This design comes from an exercise in tuning for small area, a short achievable clock period and few clock cycles per item on the open sky130 flow, not from production work.
At most, simulation tests tie the RTL to the original design; equivalence was not proved.

==> inputs of wip/onyx <==
==> flow/design.v (excerpt) <==
module mandel_iter_pipe #(
    parameter int WIDTH  = 16,
    parameter int FRAC   = 13,
    parameter int ITER_W = 8,
    parameter int STAGES = 4
) (
    input  logic              Clk,
    input  logic              Reset,
    input  logic              in_valid,
    output logic              in_ready,
    input  logic [WIDTH-1:0]  in_x,
    input  logic [WIDTH-1:0]  in_y,
    input  logic [WIDTH-1:0]  in_c1,
    input  logic [WIDTH-1:0]  in_c2,
    input  logic [ITER_W-1:0] in_div,
    input  logic              in_done,
    input  logic [ITER_W-1:0] max_iter,
    output logic              out_valid,
    input  logic              out_ready,
    output logic [WIDTH-1:0]  out_x,
    output logic [WIDTH-1:0]  out_y,
    output logic [WIDTH-1:0]  out_c1,
    output logic [WIDTH-1:0]  out_c2,
    output logic [ITER_W-1:0] out_div,
    output logic              out_done
);
clock: 14.0 ns
lec_check: 0
cap_margin: 20
core_margin: 2
core_utilization: 40
slew_margin: 20
standard.sh (not shown) runs the stock make flow with config.mk's settings and CLKGATE_MAP_FILE= SYNTH_SCRIPT=/design/flow/synth_recipe.tcl, a recipe that flattens the netlist after the stock synthesis.
==> flow/flow/run.sh <==
#!/bin/bash
set -euo pipefail
MARGIN=${MARGIN:-9.5}
bash standard.sh SETUP_SLACK_MARGIN=$MARGIN finish > standard_make.log 2>&1
==> inputs of wip/quartz, as changes to wip/onyx <==
==> flow/run.sh (new file) <==
#!/bin/bash
# synth_recipe.tcl (not shown) runs the flow's synth.tcl, then flattens the netlist and writes it again
# the make line also repeats each setting of config.mk as NAME=value (left out here)
make -C /OpenROAD-flow-scripts/flow DESIGN_CONFIG=/design/flow/config.mk WORK_HOME=/design/flow/orfs CLKGATE_MAP_FILE= SYNTH_SCRIPT=/design/flow/synth_recipe.tcl finish
removed: flow/flow/run.sh
removed: flow/standard.sh
==> inputs of wip/juniper, as changes to wip/onyx <==
==> flow/flow/run.sh (replaced) <==
#!/bin/bash
set -euo pipefail
MARGIN=${MARGIN:-8.5}
bash standard.sh SETUP_SLACK_MARGIN=$MARGIN finish > standard_make.log 2>&1
==> comparison table <==
Clock transition at path regs: wip/juniper 0.06 ns; wip/quartz 0.07 ns; wip/onyx 0.06 ns
Global Route Usage Sum: wip/juniper 21.4%; wip/quartz 19.9%; wip/onyx 23.6%
Largest stage delay on the critical path: wip/juniper 0.51 ns; wip/quartz 0.75 ns; wip/onyx 0.52 ns
Termination of the worst setup path: wip/juniper b_q[2][42]$_DFFE_PN_; wip/quartz b_q[4][69]$_DFFE_PN_; wip/onyx b_q[2][2]$_DFFE_PN_
Worst Hold Margin: wip/juniper 0.405 ns; wip/quartz 0.406 ns; wip/onyx 0.404 ns
First-pass GRT wire length: wip/juniper 438000 um; wip/quartz 412000 um; wip/onyx 476000 um
Via count of the first global-routing pass: wip/juniper 76899; wip/quartz 74146; wip/onyx 80683
Worst setup path startpoint: wip/juniper a_q[1][58]$_DFFE_PN_; wip/quartz a_q[3][55]$_DFFE_PN_; wip/onyx a_q[1][58]$_DFFE_PN_
Critical Path RT: wip/juniper 14.55 ns; wip/quartz 14.57 ns; wip/onyx 14.56 ns
Total of fill cells in the finished design: wip/juniper 23587; wip/quartz 24387; wip/onyx 22343
Grt met1 use: wip/juniper 25.4%; wip/quartz 24.1%; wip/onyx 27.1%
DRT Pass-1 Iters: wip/juniper 6; wip/quartz 6; wip/onyx 5
Status: wip/juniper complete, no violations; wip/quartz complete, no violations; wip/onyx complete, no violations
Antenna diode count: wip/juniper 3; wip/quartz 3; wip/onyx 4
Util after Layout: wip/juniper 47.1%; wip/quartz 44.0%; wip/onyx 51.1%
Wl on met1: wip/juniper 112000 um; wip/quartz 107000 um; wip/onyx 119000 um
Via density per instance: wip/juniper 5.07; wip/quartz 5.01; wip/onyx 5.13
Testbench counts of wip/onyx, summed over its fixed seeds: cycles 3,272, items 3,200.
Testbench counts of wip/quartz, summed over its fixed seeds: cycles 3,272, items 3,200.
Testbench counts of wip/juniper, summed over its fixed seeds: cycles 3,272, items 3,200.

========
==> inputs of job 4576 <==
Another version of the RTL of mandel_iter_pipe (not shown whole).
Settings: LEC_CHECK=0, ABC_AREA=1, CAP_MARGIN=20, CORE_MARGIN=2, CORE_UTILIZATION=40, SLEW_MARGIN=20; clock period 14.0 ns.
==> flow/flow/run.sh <==
#!/bin/bash
set -euo pipefail
MARGIN=${MARGIN:-9}
R=orfs/results/sky130hd/mandel_iter_pipe/base
bash standard.sh SETUP_SLACK_MARGIN=$MARGIN synth > standard_synth.log 2>&1
python3 flow/polarity.py $R/1_2_yosys.v $R/1_2_yosys_pol.v "$FLOW_HOME/platforms/sky130hd/lib/sky130_fd_sc_hd__tt_025C_1v80.lib" > polarity.log 2>&1
mv $R/1_2_yosys_pol.v $R/1_2_yosys.v
rm -f $R/1_synth.odb $R/1_synth.sdc
bash standard.sh SETUP_SLACK_MARGIN=$MARGIN finish > standard_make.log 2>&1
Other scripts of this flow, unchanged in this note and not shown: flow/flow/polarity.py
==> job 2715: changes against job 4576 <==
--- a/flow/flow/run.sh
+++ b/flow/flow/run.sh
@@ -1,6 +1,6 @@
 #!/bin/bash
 set -euo pipefail
-MARGIN=${MARGIN:-9}
+MARGIN=${MARGIN:-8}
 R=orfs/results/sky130hd/mandel_iter_pipe/base
 bash standard.sh SETUP_SLACK_MARGIN=$MARGIN synth > standard_synth.log 2>&1
 python3 flow/polarity.py $R/1_2_yosys.v $R/1_2_yosys_pol.v "$FLOW_HOME/platforms/sky130hd/lib/sky130_fd_sc_hd__tt_025C_1v80.lib" > polarity.log 2>&1
Settings changed: ABC_AREA 1 to not set.
==> summary.md <==
| Metric | Value |
|---|---|
| Status | `no timing/DRC/antenna violations` |
| Starting Density | `a little over 40%` |
| Met3 wire length | `17,000 um` |
| Routed WL per cell | `~21 um` |
| Postcts setup bufs | `478` |
| Reg2reg path depth | `23` |
| Worst Tran Pin Value | `1.063 ns` |
| Hpwl dp | `208,700 um` |
| Post-cts resize count | `939` |
| Clock Skew | `approximately 0.053 ns` |
| Hold Slack | `0.4040 ns` |
| Final Critical Period | `5.352 ns` |
| Tap cell count | `3,202` |
The numbers above come from job 4576.

==> summary.md <==
| Metric | Value |
|---|---|
| Worst Tran Pin Value | `1.010 ns` |
| Reg2reg path depth | `15` |
| Hpwl dp | `between 150,000 and 200,000 um` |
| First-pass GRT wire length | `roughly 390,000 um` |
| Vias | `around 64,000` |
| Clock tree buffer depth | `3` |
| Postcts setup bufs | `97` |
| Final Critical Period | `5.849 ns` |
| Starting Density | `40.17%` |
| Status | `no timing/DRC/antenna violations` |
| Tap cell count | `3,167` |
| Met3 wire length | `between 10,000 and 15,000 um` |
| Routed WL per cell | `approximately 21 um` |
| Yosys warning count | `18` |
| Hold depth | `0` |
| Clock Skew | `slightly above 0.08 ns` |
| Reg-to-reg critical path endpoint | `b_q[1][0]` |
| Post-cts resize count | `48` |
| Pre-CTS setup slack | `6.859 ns` |
| Critical path arrival | `6.39 ns` |
The numbers above come from job 2715.

Testbench counts of job 4576, summed over its fixed seeds: cycles 3,272, items 3,200.
Testbench counts of job 2715, summed over its fixed seeds: cycles 3,272, items 3,200.

========
==> inputs of 07-09 <==
mandel_iter_pipe, a different RTL version from the one above (not shown whole).
Design mandel_iter_pipe, start of the top module:
module mandel_iter_pipe #(
    parameter int WIDTH  = 16,
    parameter int FRAC   = 13,
    parameter int ITER_W = 8,
    parameter int STAGES = 4
) (
    input  logic              Clk,
    input  logic              Reset,
    input  logic              in_valid,
    output logic              in_ready,
    input  logic [WIDTH-1:0]  in_x,
    input  logic [WIDTH-1:0]  in_y,
    input  logic [WIDTH-1:0]  in_c1,
    input  logic [WIDTH-1:0]  in_c2,
    input  logic [ITER_W-1:0] in_div,
    input  logic              in_done,
    input  logic [ITER_W-1:0] max_iter,
    output logic              out_valid,
    input  logic              out_ready,
    output logic [WIDTH-1:0]  out_x,
    output logic [WIDTH-1:0]  out_y,
    output logic [WIDTH-1:0]  out_c1,
    output logic [WIDTH-1:0]  out_c2,
    output logic [ITER_W-1:0] out_div,
    output logic              out_done
);
export LEC_CHECK = 0
export CAP_MARGIN = 10
export CORE_MARGIN = 2
export CORE_UTILIZATION = 40
export SLEW_MARGIN = 10
create_clock -name core_clock -period 14.0 [get_ports {Clk}]
==> flow/flow/run.sh <==
#!/bin/bash
set -euo pipefail
MARGIN=${MARGIN:-6.5}
R=orfs/results/sky130hd/mandel_iter_pipe/base
bash standard.sh SETUP_SLACK_MARGIN=$MARGIN synth > standard_synth.log 2>&1
python3 flow/polarity.py $R/1_2_yosys.v $R/1_2_yosys_pol.v "$FLOW_HOME/platforms/sky130hd/lib/sky130_fd_sc_hd__tt_025C_1v80.lib" > polarity.log 2>&1
mv $R/1_2_yosys_pol.v $R/1_2_yosys.v
rm -f $R/1_synth.odb $R/1_synth.sdc
bash standard.sh SETUP_SLACK_MARGIN=$MARGIN finish > standard_make.log 2>&1
Other scripts of this flow, unchanged in this note and not shown: flow/flow/polarity.py
==> inputs of 12-19, as changes to 07-09 <==
--- a/flow/flow/run.sh
+++ b/flow/flow/run.sh
@@ -1,5 +1,5 @@
 #!/bin/bash
 set -euo pipefail
-MARGIN=${MARGIN:-6.5}
+MARGIN=${MARGIN:-7.5}
 R=orfs/results/sky130hd/mandel_iter_pipe/base
 bash standard.sh SETUP_SLACK_MARGIN=$MARGIN synth > standard_synth.log 2>&1
- ABC_AREA: default -> 1
- CAP_MARGIN: 10 -> 20
- SLEW_MARGIN: 10 -> 20
==> inputs of 01-18, as changes to 07-09 <==
--- a/flow/flow/run.sh
+++ b/flow/flow/run.sh
@@ -1,5 +1,5 @@
 #!/bin/bash
 set -euo pipefail
-MARGIN=${MARGIN:-6.5}
+MARGIN=${MARGIN:-7}
 R=orfs/results/sky130hd/mandel_iter_pipe/base
 bash standard.sh SETUP_SLACK_MARGIN=$MARGIN synth > standard_synth.log 2>&1
- CAP_MARGIN: 10 -> 20
- SLEW_MARGIN: 10 -> 20
==> impl_results.md <==
* R2R Path End: b_q[4][70]$_DFFE_PP_
* Status: complete, no violations
* Most frequent cells in the layout: fa_1, inv_1, nand2_1, ha_1, xnor2_1
* Final WS setup at 6.649 ns
* Fraction of area in registers at 13.04%
* WHS Path Cells at 0
* Area grow syn2layout at 18.82%
* Met3 WL at 16.65 mm
[end of results for 01-18]
==> impl_results.md <==
* Status: complete, no violations
* Final WS setup at 6.550 ns
* Fraction of area in registers at 13.69%
* Area grow syn2layout at 13.19%
* WHS Path Cells at 1
[end of results for 07-09]
==> impl_results.md <==
* Status: complete, no violations
* R2R Path End: b_q[3][70]$_DFFE_PP_
* Final WS setup at 6.987 ns
* Met3 WL at 22.00 mm
* DR WL met2 at 133.8 mm
* Most frequent cells in the layout: nand2_1, fa_1, inv_1, ha_1, buf_4
* WHS Path Cells at 0
* Area grow syn2layout at 18.88%
* Fraction of area in registers at 12.18%
[end of results for 12-19]
Testbench counts of 07-09, summed over its fixed seeds: cycles 3,240, items 3,200.
Testbench counts of 12-19, summed over its fixed seeds: cycles 3,240, items 3,200.
Testbench counts of 01-18, summed over its fixed seeds: cycles 3,240, items 3,200.

========
==> v26 <==
mandel_iter_pipe, a different RTL version from the one above (not shown whole).
Settings: LEC_CHECK=0, CAP_MARGIN=20, CORE_MARGIN=2, CORE_UTILIZATION=40, SLEW_MARGIN=20; clock period 14.0 ns.
==> flow/flow/run.sh <==
#!/bin/bash
set -euo pipefail
MARGIN=${MARGIN:-7}
R=orfs/results/sky130hd/mandel_iter_pipe/base
bash standard.sh SETUP_SLACK_MARGIN=$MARGIN synth > standard_synth.log 2>&1
python3 flow/polarity.py $R/1_2_yosys.v $R/1_2_yosys_pol.v "$FLOW_HOME/platforms/sky130hd/lib/sky130_fd_sc_hd__tt_025C_1v80.lib" > polarity.log 2>&1
mv $R/1_2_yosys_pol.v $R/1_2_yosys.v
rm -f $R/1_synth.odb $R/1_synth.sdc
bash standard.sh SETUP_SLACK_MARGIN=$MARGIN finish > standard_make.log 2>&1
Other scripts of this flow, unchanged in this note and not shown: flow/flow/polarity.py
==> v10: changes against v26 <==
--- a/flow/design.v
+++ b/flow/design.v
@@ -22,24 +22,14 @@
     output logic [WIDTH-1:0]  out_c1,
     output logic [WIDTH-1:0]  out_c2,
     output logic [ITER_W-1:0] out_div,
     output logic              out_done
 );
-    logic        v_q   [STAGES+1];
-    logic [15:0] ox_q  [STAGES+1];    
-    logic [15:0] oy_q  [STAGES+1];
-    logic [7:0]  od_q  [STAGES+1];
-    logic [15:0] nx_q  [STAGES+1];    
-    logic [15:0] ny_q  [STAGES+1];
-    logic        up_q  [STAGES+1];    
-    logic [15:0] c1_q  [STAGES+1];
-    logic [15:0] c2_q  [STAGES+1];
-    logic        dn_q  [STAGES+1];
-    logic [15:0] x_e   [STAGES+1];    
-    logic [15:0] y_e   [STAGES+1];
-    logic [7:0]  d_e   [STAGES+1];
-    logic        en;
+    localparam int PW = 4 * WIDTH + ITER_W + 1;    
+    logic          v_q [STAGES+1];
+    logic [PW-1:0] b_q [STAGES+1];
+    logic          en;
     assign en       = out_ready | ~out_valid;
     assign in_ready = en;
     always_ff @(posedge Clk or posedge Reset) begin
         if (Reset) begin
             v_q[0] <= 1'b0;
@@ -47,75 +37,58 @@
             v_q[0] <= in_valid;
         end
     end
     always_ff @(posedge Clk) begin
         if (en) begin
-            ox_q[0] <= in_x;
-            oy_q[0] <= in_y;
-            od_q[0] <= in_div;
-            c1_q[0] <= in_c1;
-            c2_q[0] <= in_c2;
-            dn_q[0] <= in_done;
+            b_q[0] <= {in_x, in_y, in_c1, in_c2, in_div, in_done};
         end
     end
-    assign x_e[0] = ox_q[0];
-    assign y_e[0] = oy_q[0];
-    assign d_e[0] = od_q[0];
     genvar s;
     generate
         for (s = 0; s < STAGES; s++) begin : g_iter
             logic [15:0] nx, ny;
-            logic        upd, ndone;
+            logic [7:0]  ndiv;
+            logic        ndone;
             mandel_step u_step (
-                .px(x_e[s]), .py(y_e[s]), .pc1(c1_q[s]), .pc2(c2_q[s]),
-                .pdiv(d_e[s]), .pdone(dn_q[s]), .cap(max_iter),
-                .nxo(nx), .nyo(ny), .upd(upd), .rdone(ndone)
+                .px(b_q[s][PW-1 -: 16]), .py(b_q[s][PW-17 -: 16]),
+                .pc1(b_q[s][PW-33 -: 16]), .pc2(b_q[s][PW-49 -: 16]),
+                .pdiv(b_q[s][8:1]), .pdone(b_q[s][0]), .cap(max_iter),
+                .rx(nx), .ry(ny), .rdiv(ndiv), .rdone(ndone)
             );
             always_ff @(posedge Clk or posedge Reset) begin
                 if (Reset) begin
                     v_q[s+1] <= 1'b0;
                 end else if (en) begin
                     v_q[s+1] <= v_q[s];
                 end
             end
             always_ff @(posedge Clk) begin
                 if (en) begin
-                    ox_q[s+1] <= x_e[s];
-                    oy_q[s+1] <= y_e[s];
-                    od_q[s+1] <= d_e[s];
-                    nx_q[s+1] <= nx;
-                    ny_q[s+1] <= ny;
-                    up_q[s+1] <= upd;
-                    c1_q[s+1] <= c1_q[s];
-                    c2_q[s+1] <= c2_q[s];
-                    dn_q[s+1] <= ndone;
+                    b_q[s+1] <= {nx, ny, b_q[s][PW-33 -: 32], ndiv, ndone};
                 end
             end
-            assign x_e[s+1] = up_q[s+1] ? nx_q[s+1] : ox_q[s+1];
-            assign y_e[s+1] = up_q[s+1] ? ny_q[s+1] : oy_q[s+1];
-            assign d_e[s+1] = od_q[s+1] + {7'd0, up_q[s+1]};
         end
     endgenerate
     assign out_valid = v_q[STAGES];
-    assign out_x     = x_e[STAGES];
-    assign out_y     = y_e[STAGES];
-    assign out_c1    = c1_q[STAGES];
-    assign out_c2    = c2_q[STAGES];
-    assign out_div   = d_e[STAGES];
-    assign out_done  = dn_q[STAGES];
+    assign out_x     = b_q[STAGES][PW-1 -: 16];
+    assign out_y     = b_q[STAGES][PW-17 -: 16];
+    assign out_c1    = b_q[STAGES][PW-33 -: 16];
+    assign out_c2    = b_q[STAGES][PW-49 -: 16];
+    assign out_div   = b_q[STAGES][8:1];
+    assign out_done  = b_q[STAGES][0];
 endmodule
 module mandel_step (
     input  logic [15:0] px,
     input  logic [15:0] py,
     input  logic [15:0] pc1,
     input  logic [15:0] pc2,
     input  logic [7:0]  pdiv,
     input  logic        pdone,
     input  logic [7:0]  cap,
-    output logic [15:0] nxo,
-    output logic [15:0] nyo,
-    output logic        upd,
+    output logic [15:0] rx,
+    output logic [15:0] ry,
+    output logic [7:0]  rdiv,
     output logic        rdone
 );
     wire big = (px[15] ^ px[14]) | (py[15] ^ py[14]);
     wire sqy_0 = py[0];
     wire sqy_1 = (py[0] & py[1]);
@@ -1607,10 +1580,22 @@
     wire [16:0] nx = nsum[29:13];
     wire [16:0] ny = ssum[28:12];
     wire        ovf = (nx[16] ^ nx[15]) | (ny[16] ^ ny[15]);
     wire [8:0]  div_inc = {1'b0, pdiv} + 9'd1;
     wire        sat = &pdiv;
-    assign nxo   = nx[15:0];
-    assign nyo   = ny[15:0];
-    assign upd   = !pdone && !esc && !ovf && !sat;
-    assign rdone = pdone || esc || ovf || sat || (div_inc >= {1'b0, cap});
+    always_comb begin
+        rx    = px;
+        ry    = py;
+        rdiv  = pdiv;
+        rdone = pdone;
+        if (!pdone) begin
+            if (esc || ovf || sat) begin
+                rdone = 1'b1;
+            end else begin
+                rx    = nx[15:0];
+                ry    = ny[15:0];
+                rdiv  = div_inc[7:0];
+                rdone = (div_inc >= {1'b0, cap});
+            end
+        end
+    end
 endmodule
==> flow/flow/run.sh (replaced) <==
#!/bin/bash
set -euo pipefail
MARGIN=${MARGIN:-6.5}
R=orfs/results/sky130hd/mandel_iter_pipe/base
bash standard.sh SETUP_SLACK_MARGIN=$MARGIN synth > standard_synth.log 2>&1
python3 flow/polarity.py $R/1_2_yosys.v $R/1_2_yosys_pol.v "$FLOW_HOME/platforms/sky130hd/lib/sky130_fd_sc_hd__tt_025C_1v80.lib" > polarity.log 2>&1
mv $R/1_2_yosys_pol.v $R/1_2_yosys.v
rm -f $R/1_synth.odb $R/1_synth.sdc
bash standard.sh SETUP_SLACK_MARGIN=$MARGIN finish > standard_make.log 2>&1
TNS_END_PERCENT = 30   (was unset)
==> qor.yml <==
run_status:
  status: "finished clean"
final_layout:
  nClkBuffers: 80
yosys:
  synth_warnings: 27
setup_path:
  critPathBufInv: 12
global_routing:
  grtUsageMet2_pct: 44.5
die:
  taps: 2495
min_path:
  holdPathStages: 0
(the above is from v26)
==> qor.yml <==
timing:
  slew_violations: 0
  fin_hold_ws_ns: 0.455
final_layout:
  nClkBuffers: 54
setup_path:
  critPathBufInv: 5
global_routing:
  grtUsageMet2_pct: 41.3
die:
  taps: 2355
job:
  max_cap_viol_count: 0
yosys:
  synth_warnings: 6
min_path:
  holdPathStages: 1
run_status:
  status: "finished clean"
(the above is from v10)
Testbench counts of v10, summed over its fixed seeds: cycles 3,240, items 3,200.
The RTL of v26 was laid out without a check of its function.

static timing again, ports no longer ideal:
How much do the figures lean on ideal ports? The routed layouts below were timed once more, with nothing changed but the port constraints.
Step 1 (the two cells are an assumption about what drives the block):
set clk [get_ports {Clk}]
set_driving_cell -lib_cell sky130_fd_sc_hd__clkbuf_16 $clk
set_driving_cell -lib_cell sky130_fd_sc_hd__buf_2 [delete_from_list [all_inputs] $clk]
Step 2 times the ports against the registers' clock, not the clock port: input delays grow and output delays shrink by t, the midpoint of the rising clock arrivals with the driver on.
Three values: ideal ports, drivers, drivers and shift; two values: the first two.
| run | shift t [ns] | slack for setup (ns) | hold WS [ns] | worst setup path at the end | latest minus earliest clock arrival (ns) |
|---|---|---|---|---|---|
| wip/onyx | 0.897 | 8.039 / 8.039 / 8.039 | 0.404 / 0.404 / 0.404 | register to register | 0.053 / 0.053 |
| wip/quartz | 0.885 | 6.904 / 6.904 / 6.904 | 0.406 / 0.406 / 0.406 | register to register | 0.046 / 0.046 |
| wip/juniper | 0.896 | 8.037 / 8.037 / 8.037 | 0.405 / 0.405 / 0.405 | register to register | 0.050 / 0.050 |
| job 4576 | 0.879 | 8.648 / 8.648 / 8.420 | 0.404 / 0.404 / 0.404 | input to register | 0.053 / 0.054 |
| job 2715 | 0.857 | 8.151 / 8.151 / 8.151 | 0.403 / 0.403 / 0.403 | register to register | 0.084 / 0.085 |
| 07-09 | 0.750 | 6.550 / 6.550 / 6.550 | 0.456 / 0.456 / 0.456 | register to register | 0.033 / 0.033 |
| 12-19 | 0.776 | 6.987 / 6.987 / 6.987 | 0.450 / 0.450 / 0.450 | register to register | 0.076 / 0.076 |
| 01-18 | 0.747 | 6.649 / 6.649 / 6.649 | 0.449 / 0.449 / 0.449 | register to register | 0.036 / 0.036 |
| v26 | 0.762 | 6.554 / 6.554 / 6.554 | 0.459 / 0.459 / 0.459 | register to register | 0.055 / 0.055 |
| v10 | 0.751 | 6.635 / 6.622 / 6.622 | 0.455 / 0.455 / 0.455 | input to output | 0.032 / 0.032 |
After both steps every run listed still meets setup and hold. For job 4576, which loses most, drivers alone change the setup slack by 0.000 ns; drivers and shift together by -0.228 ns.
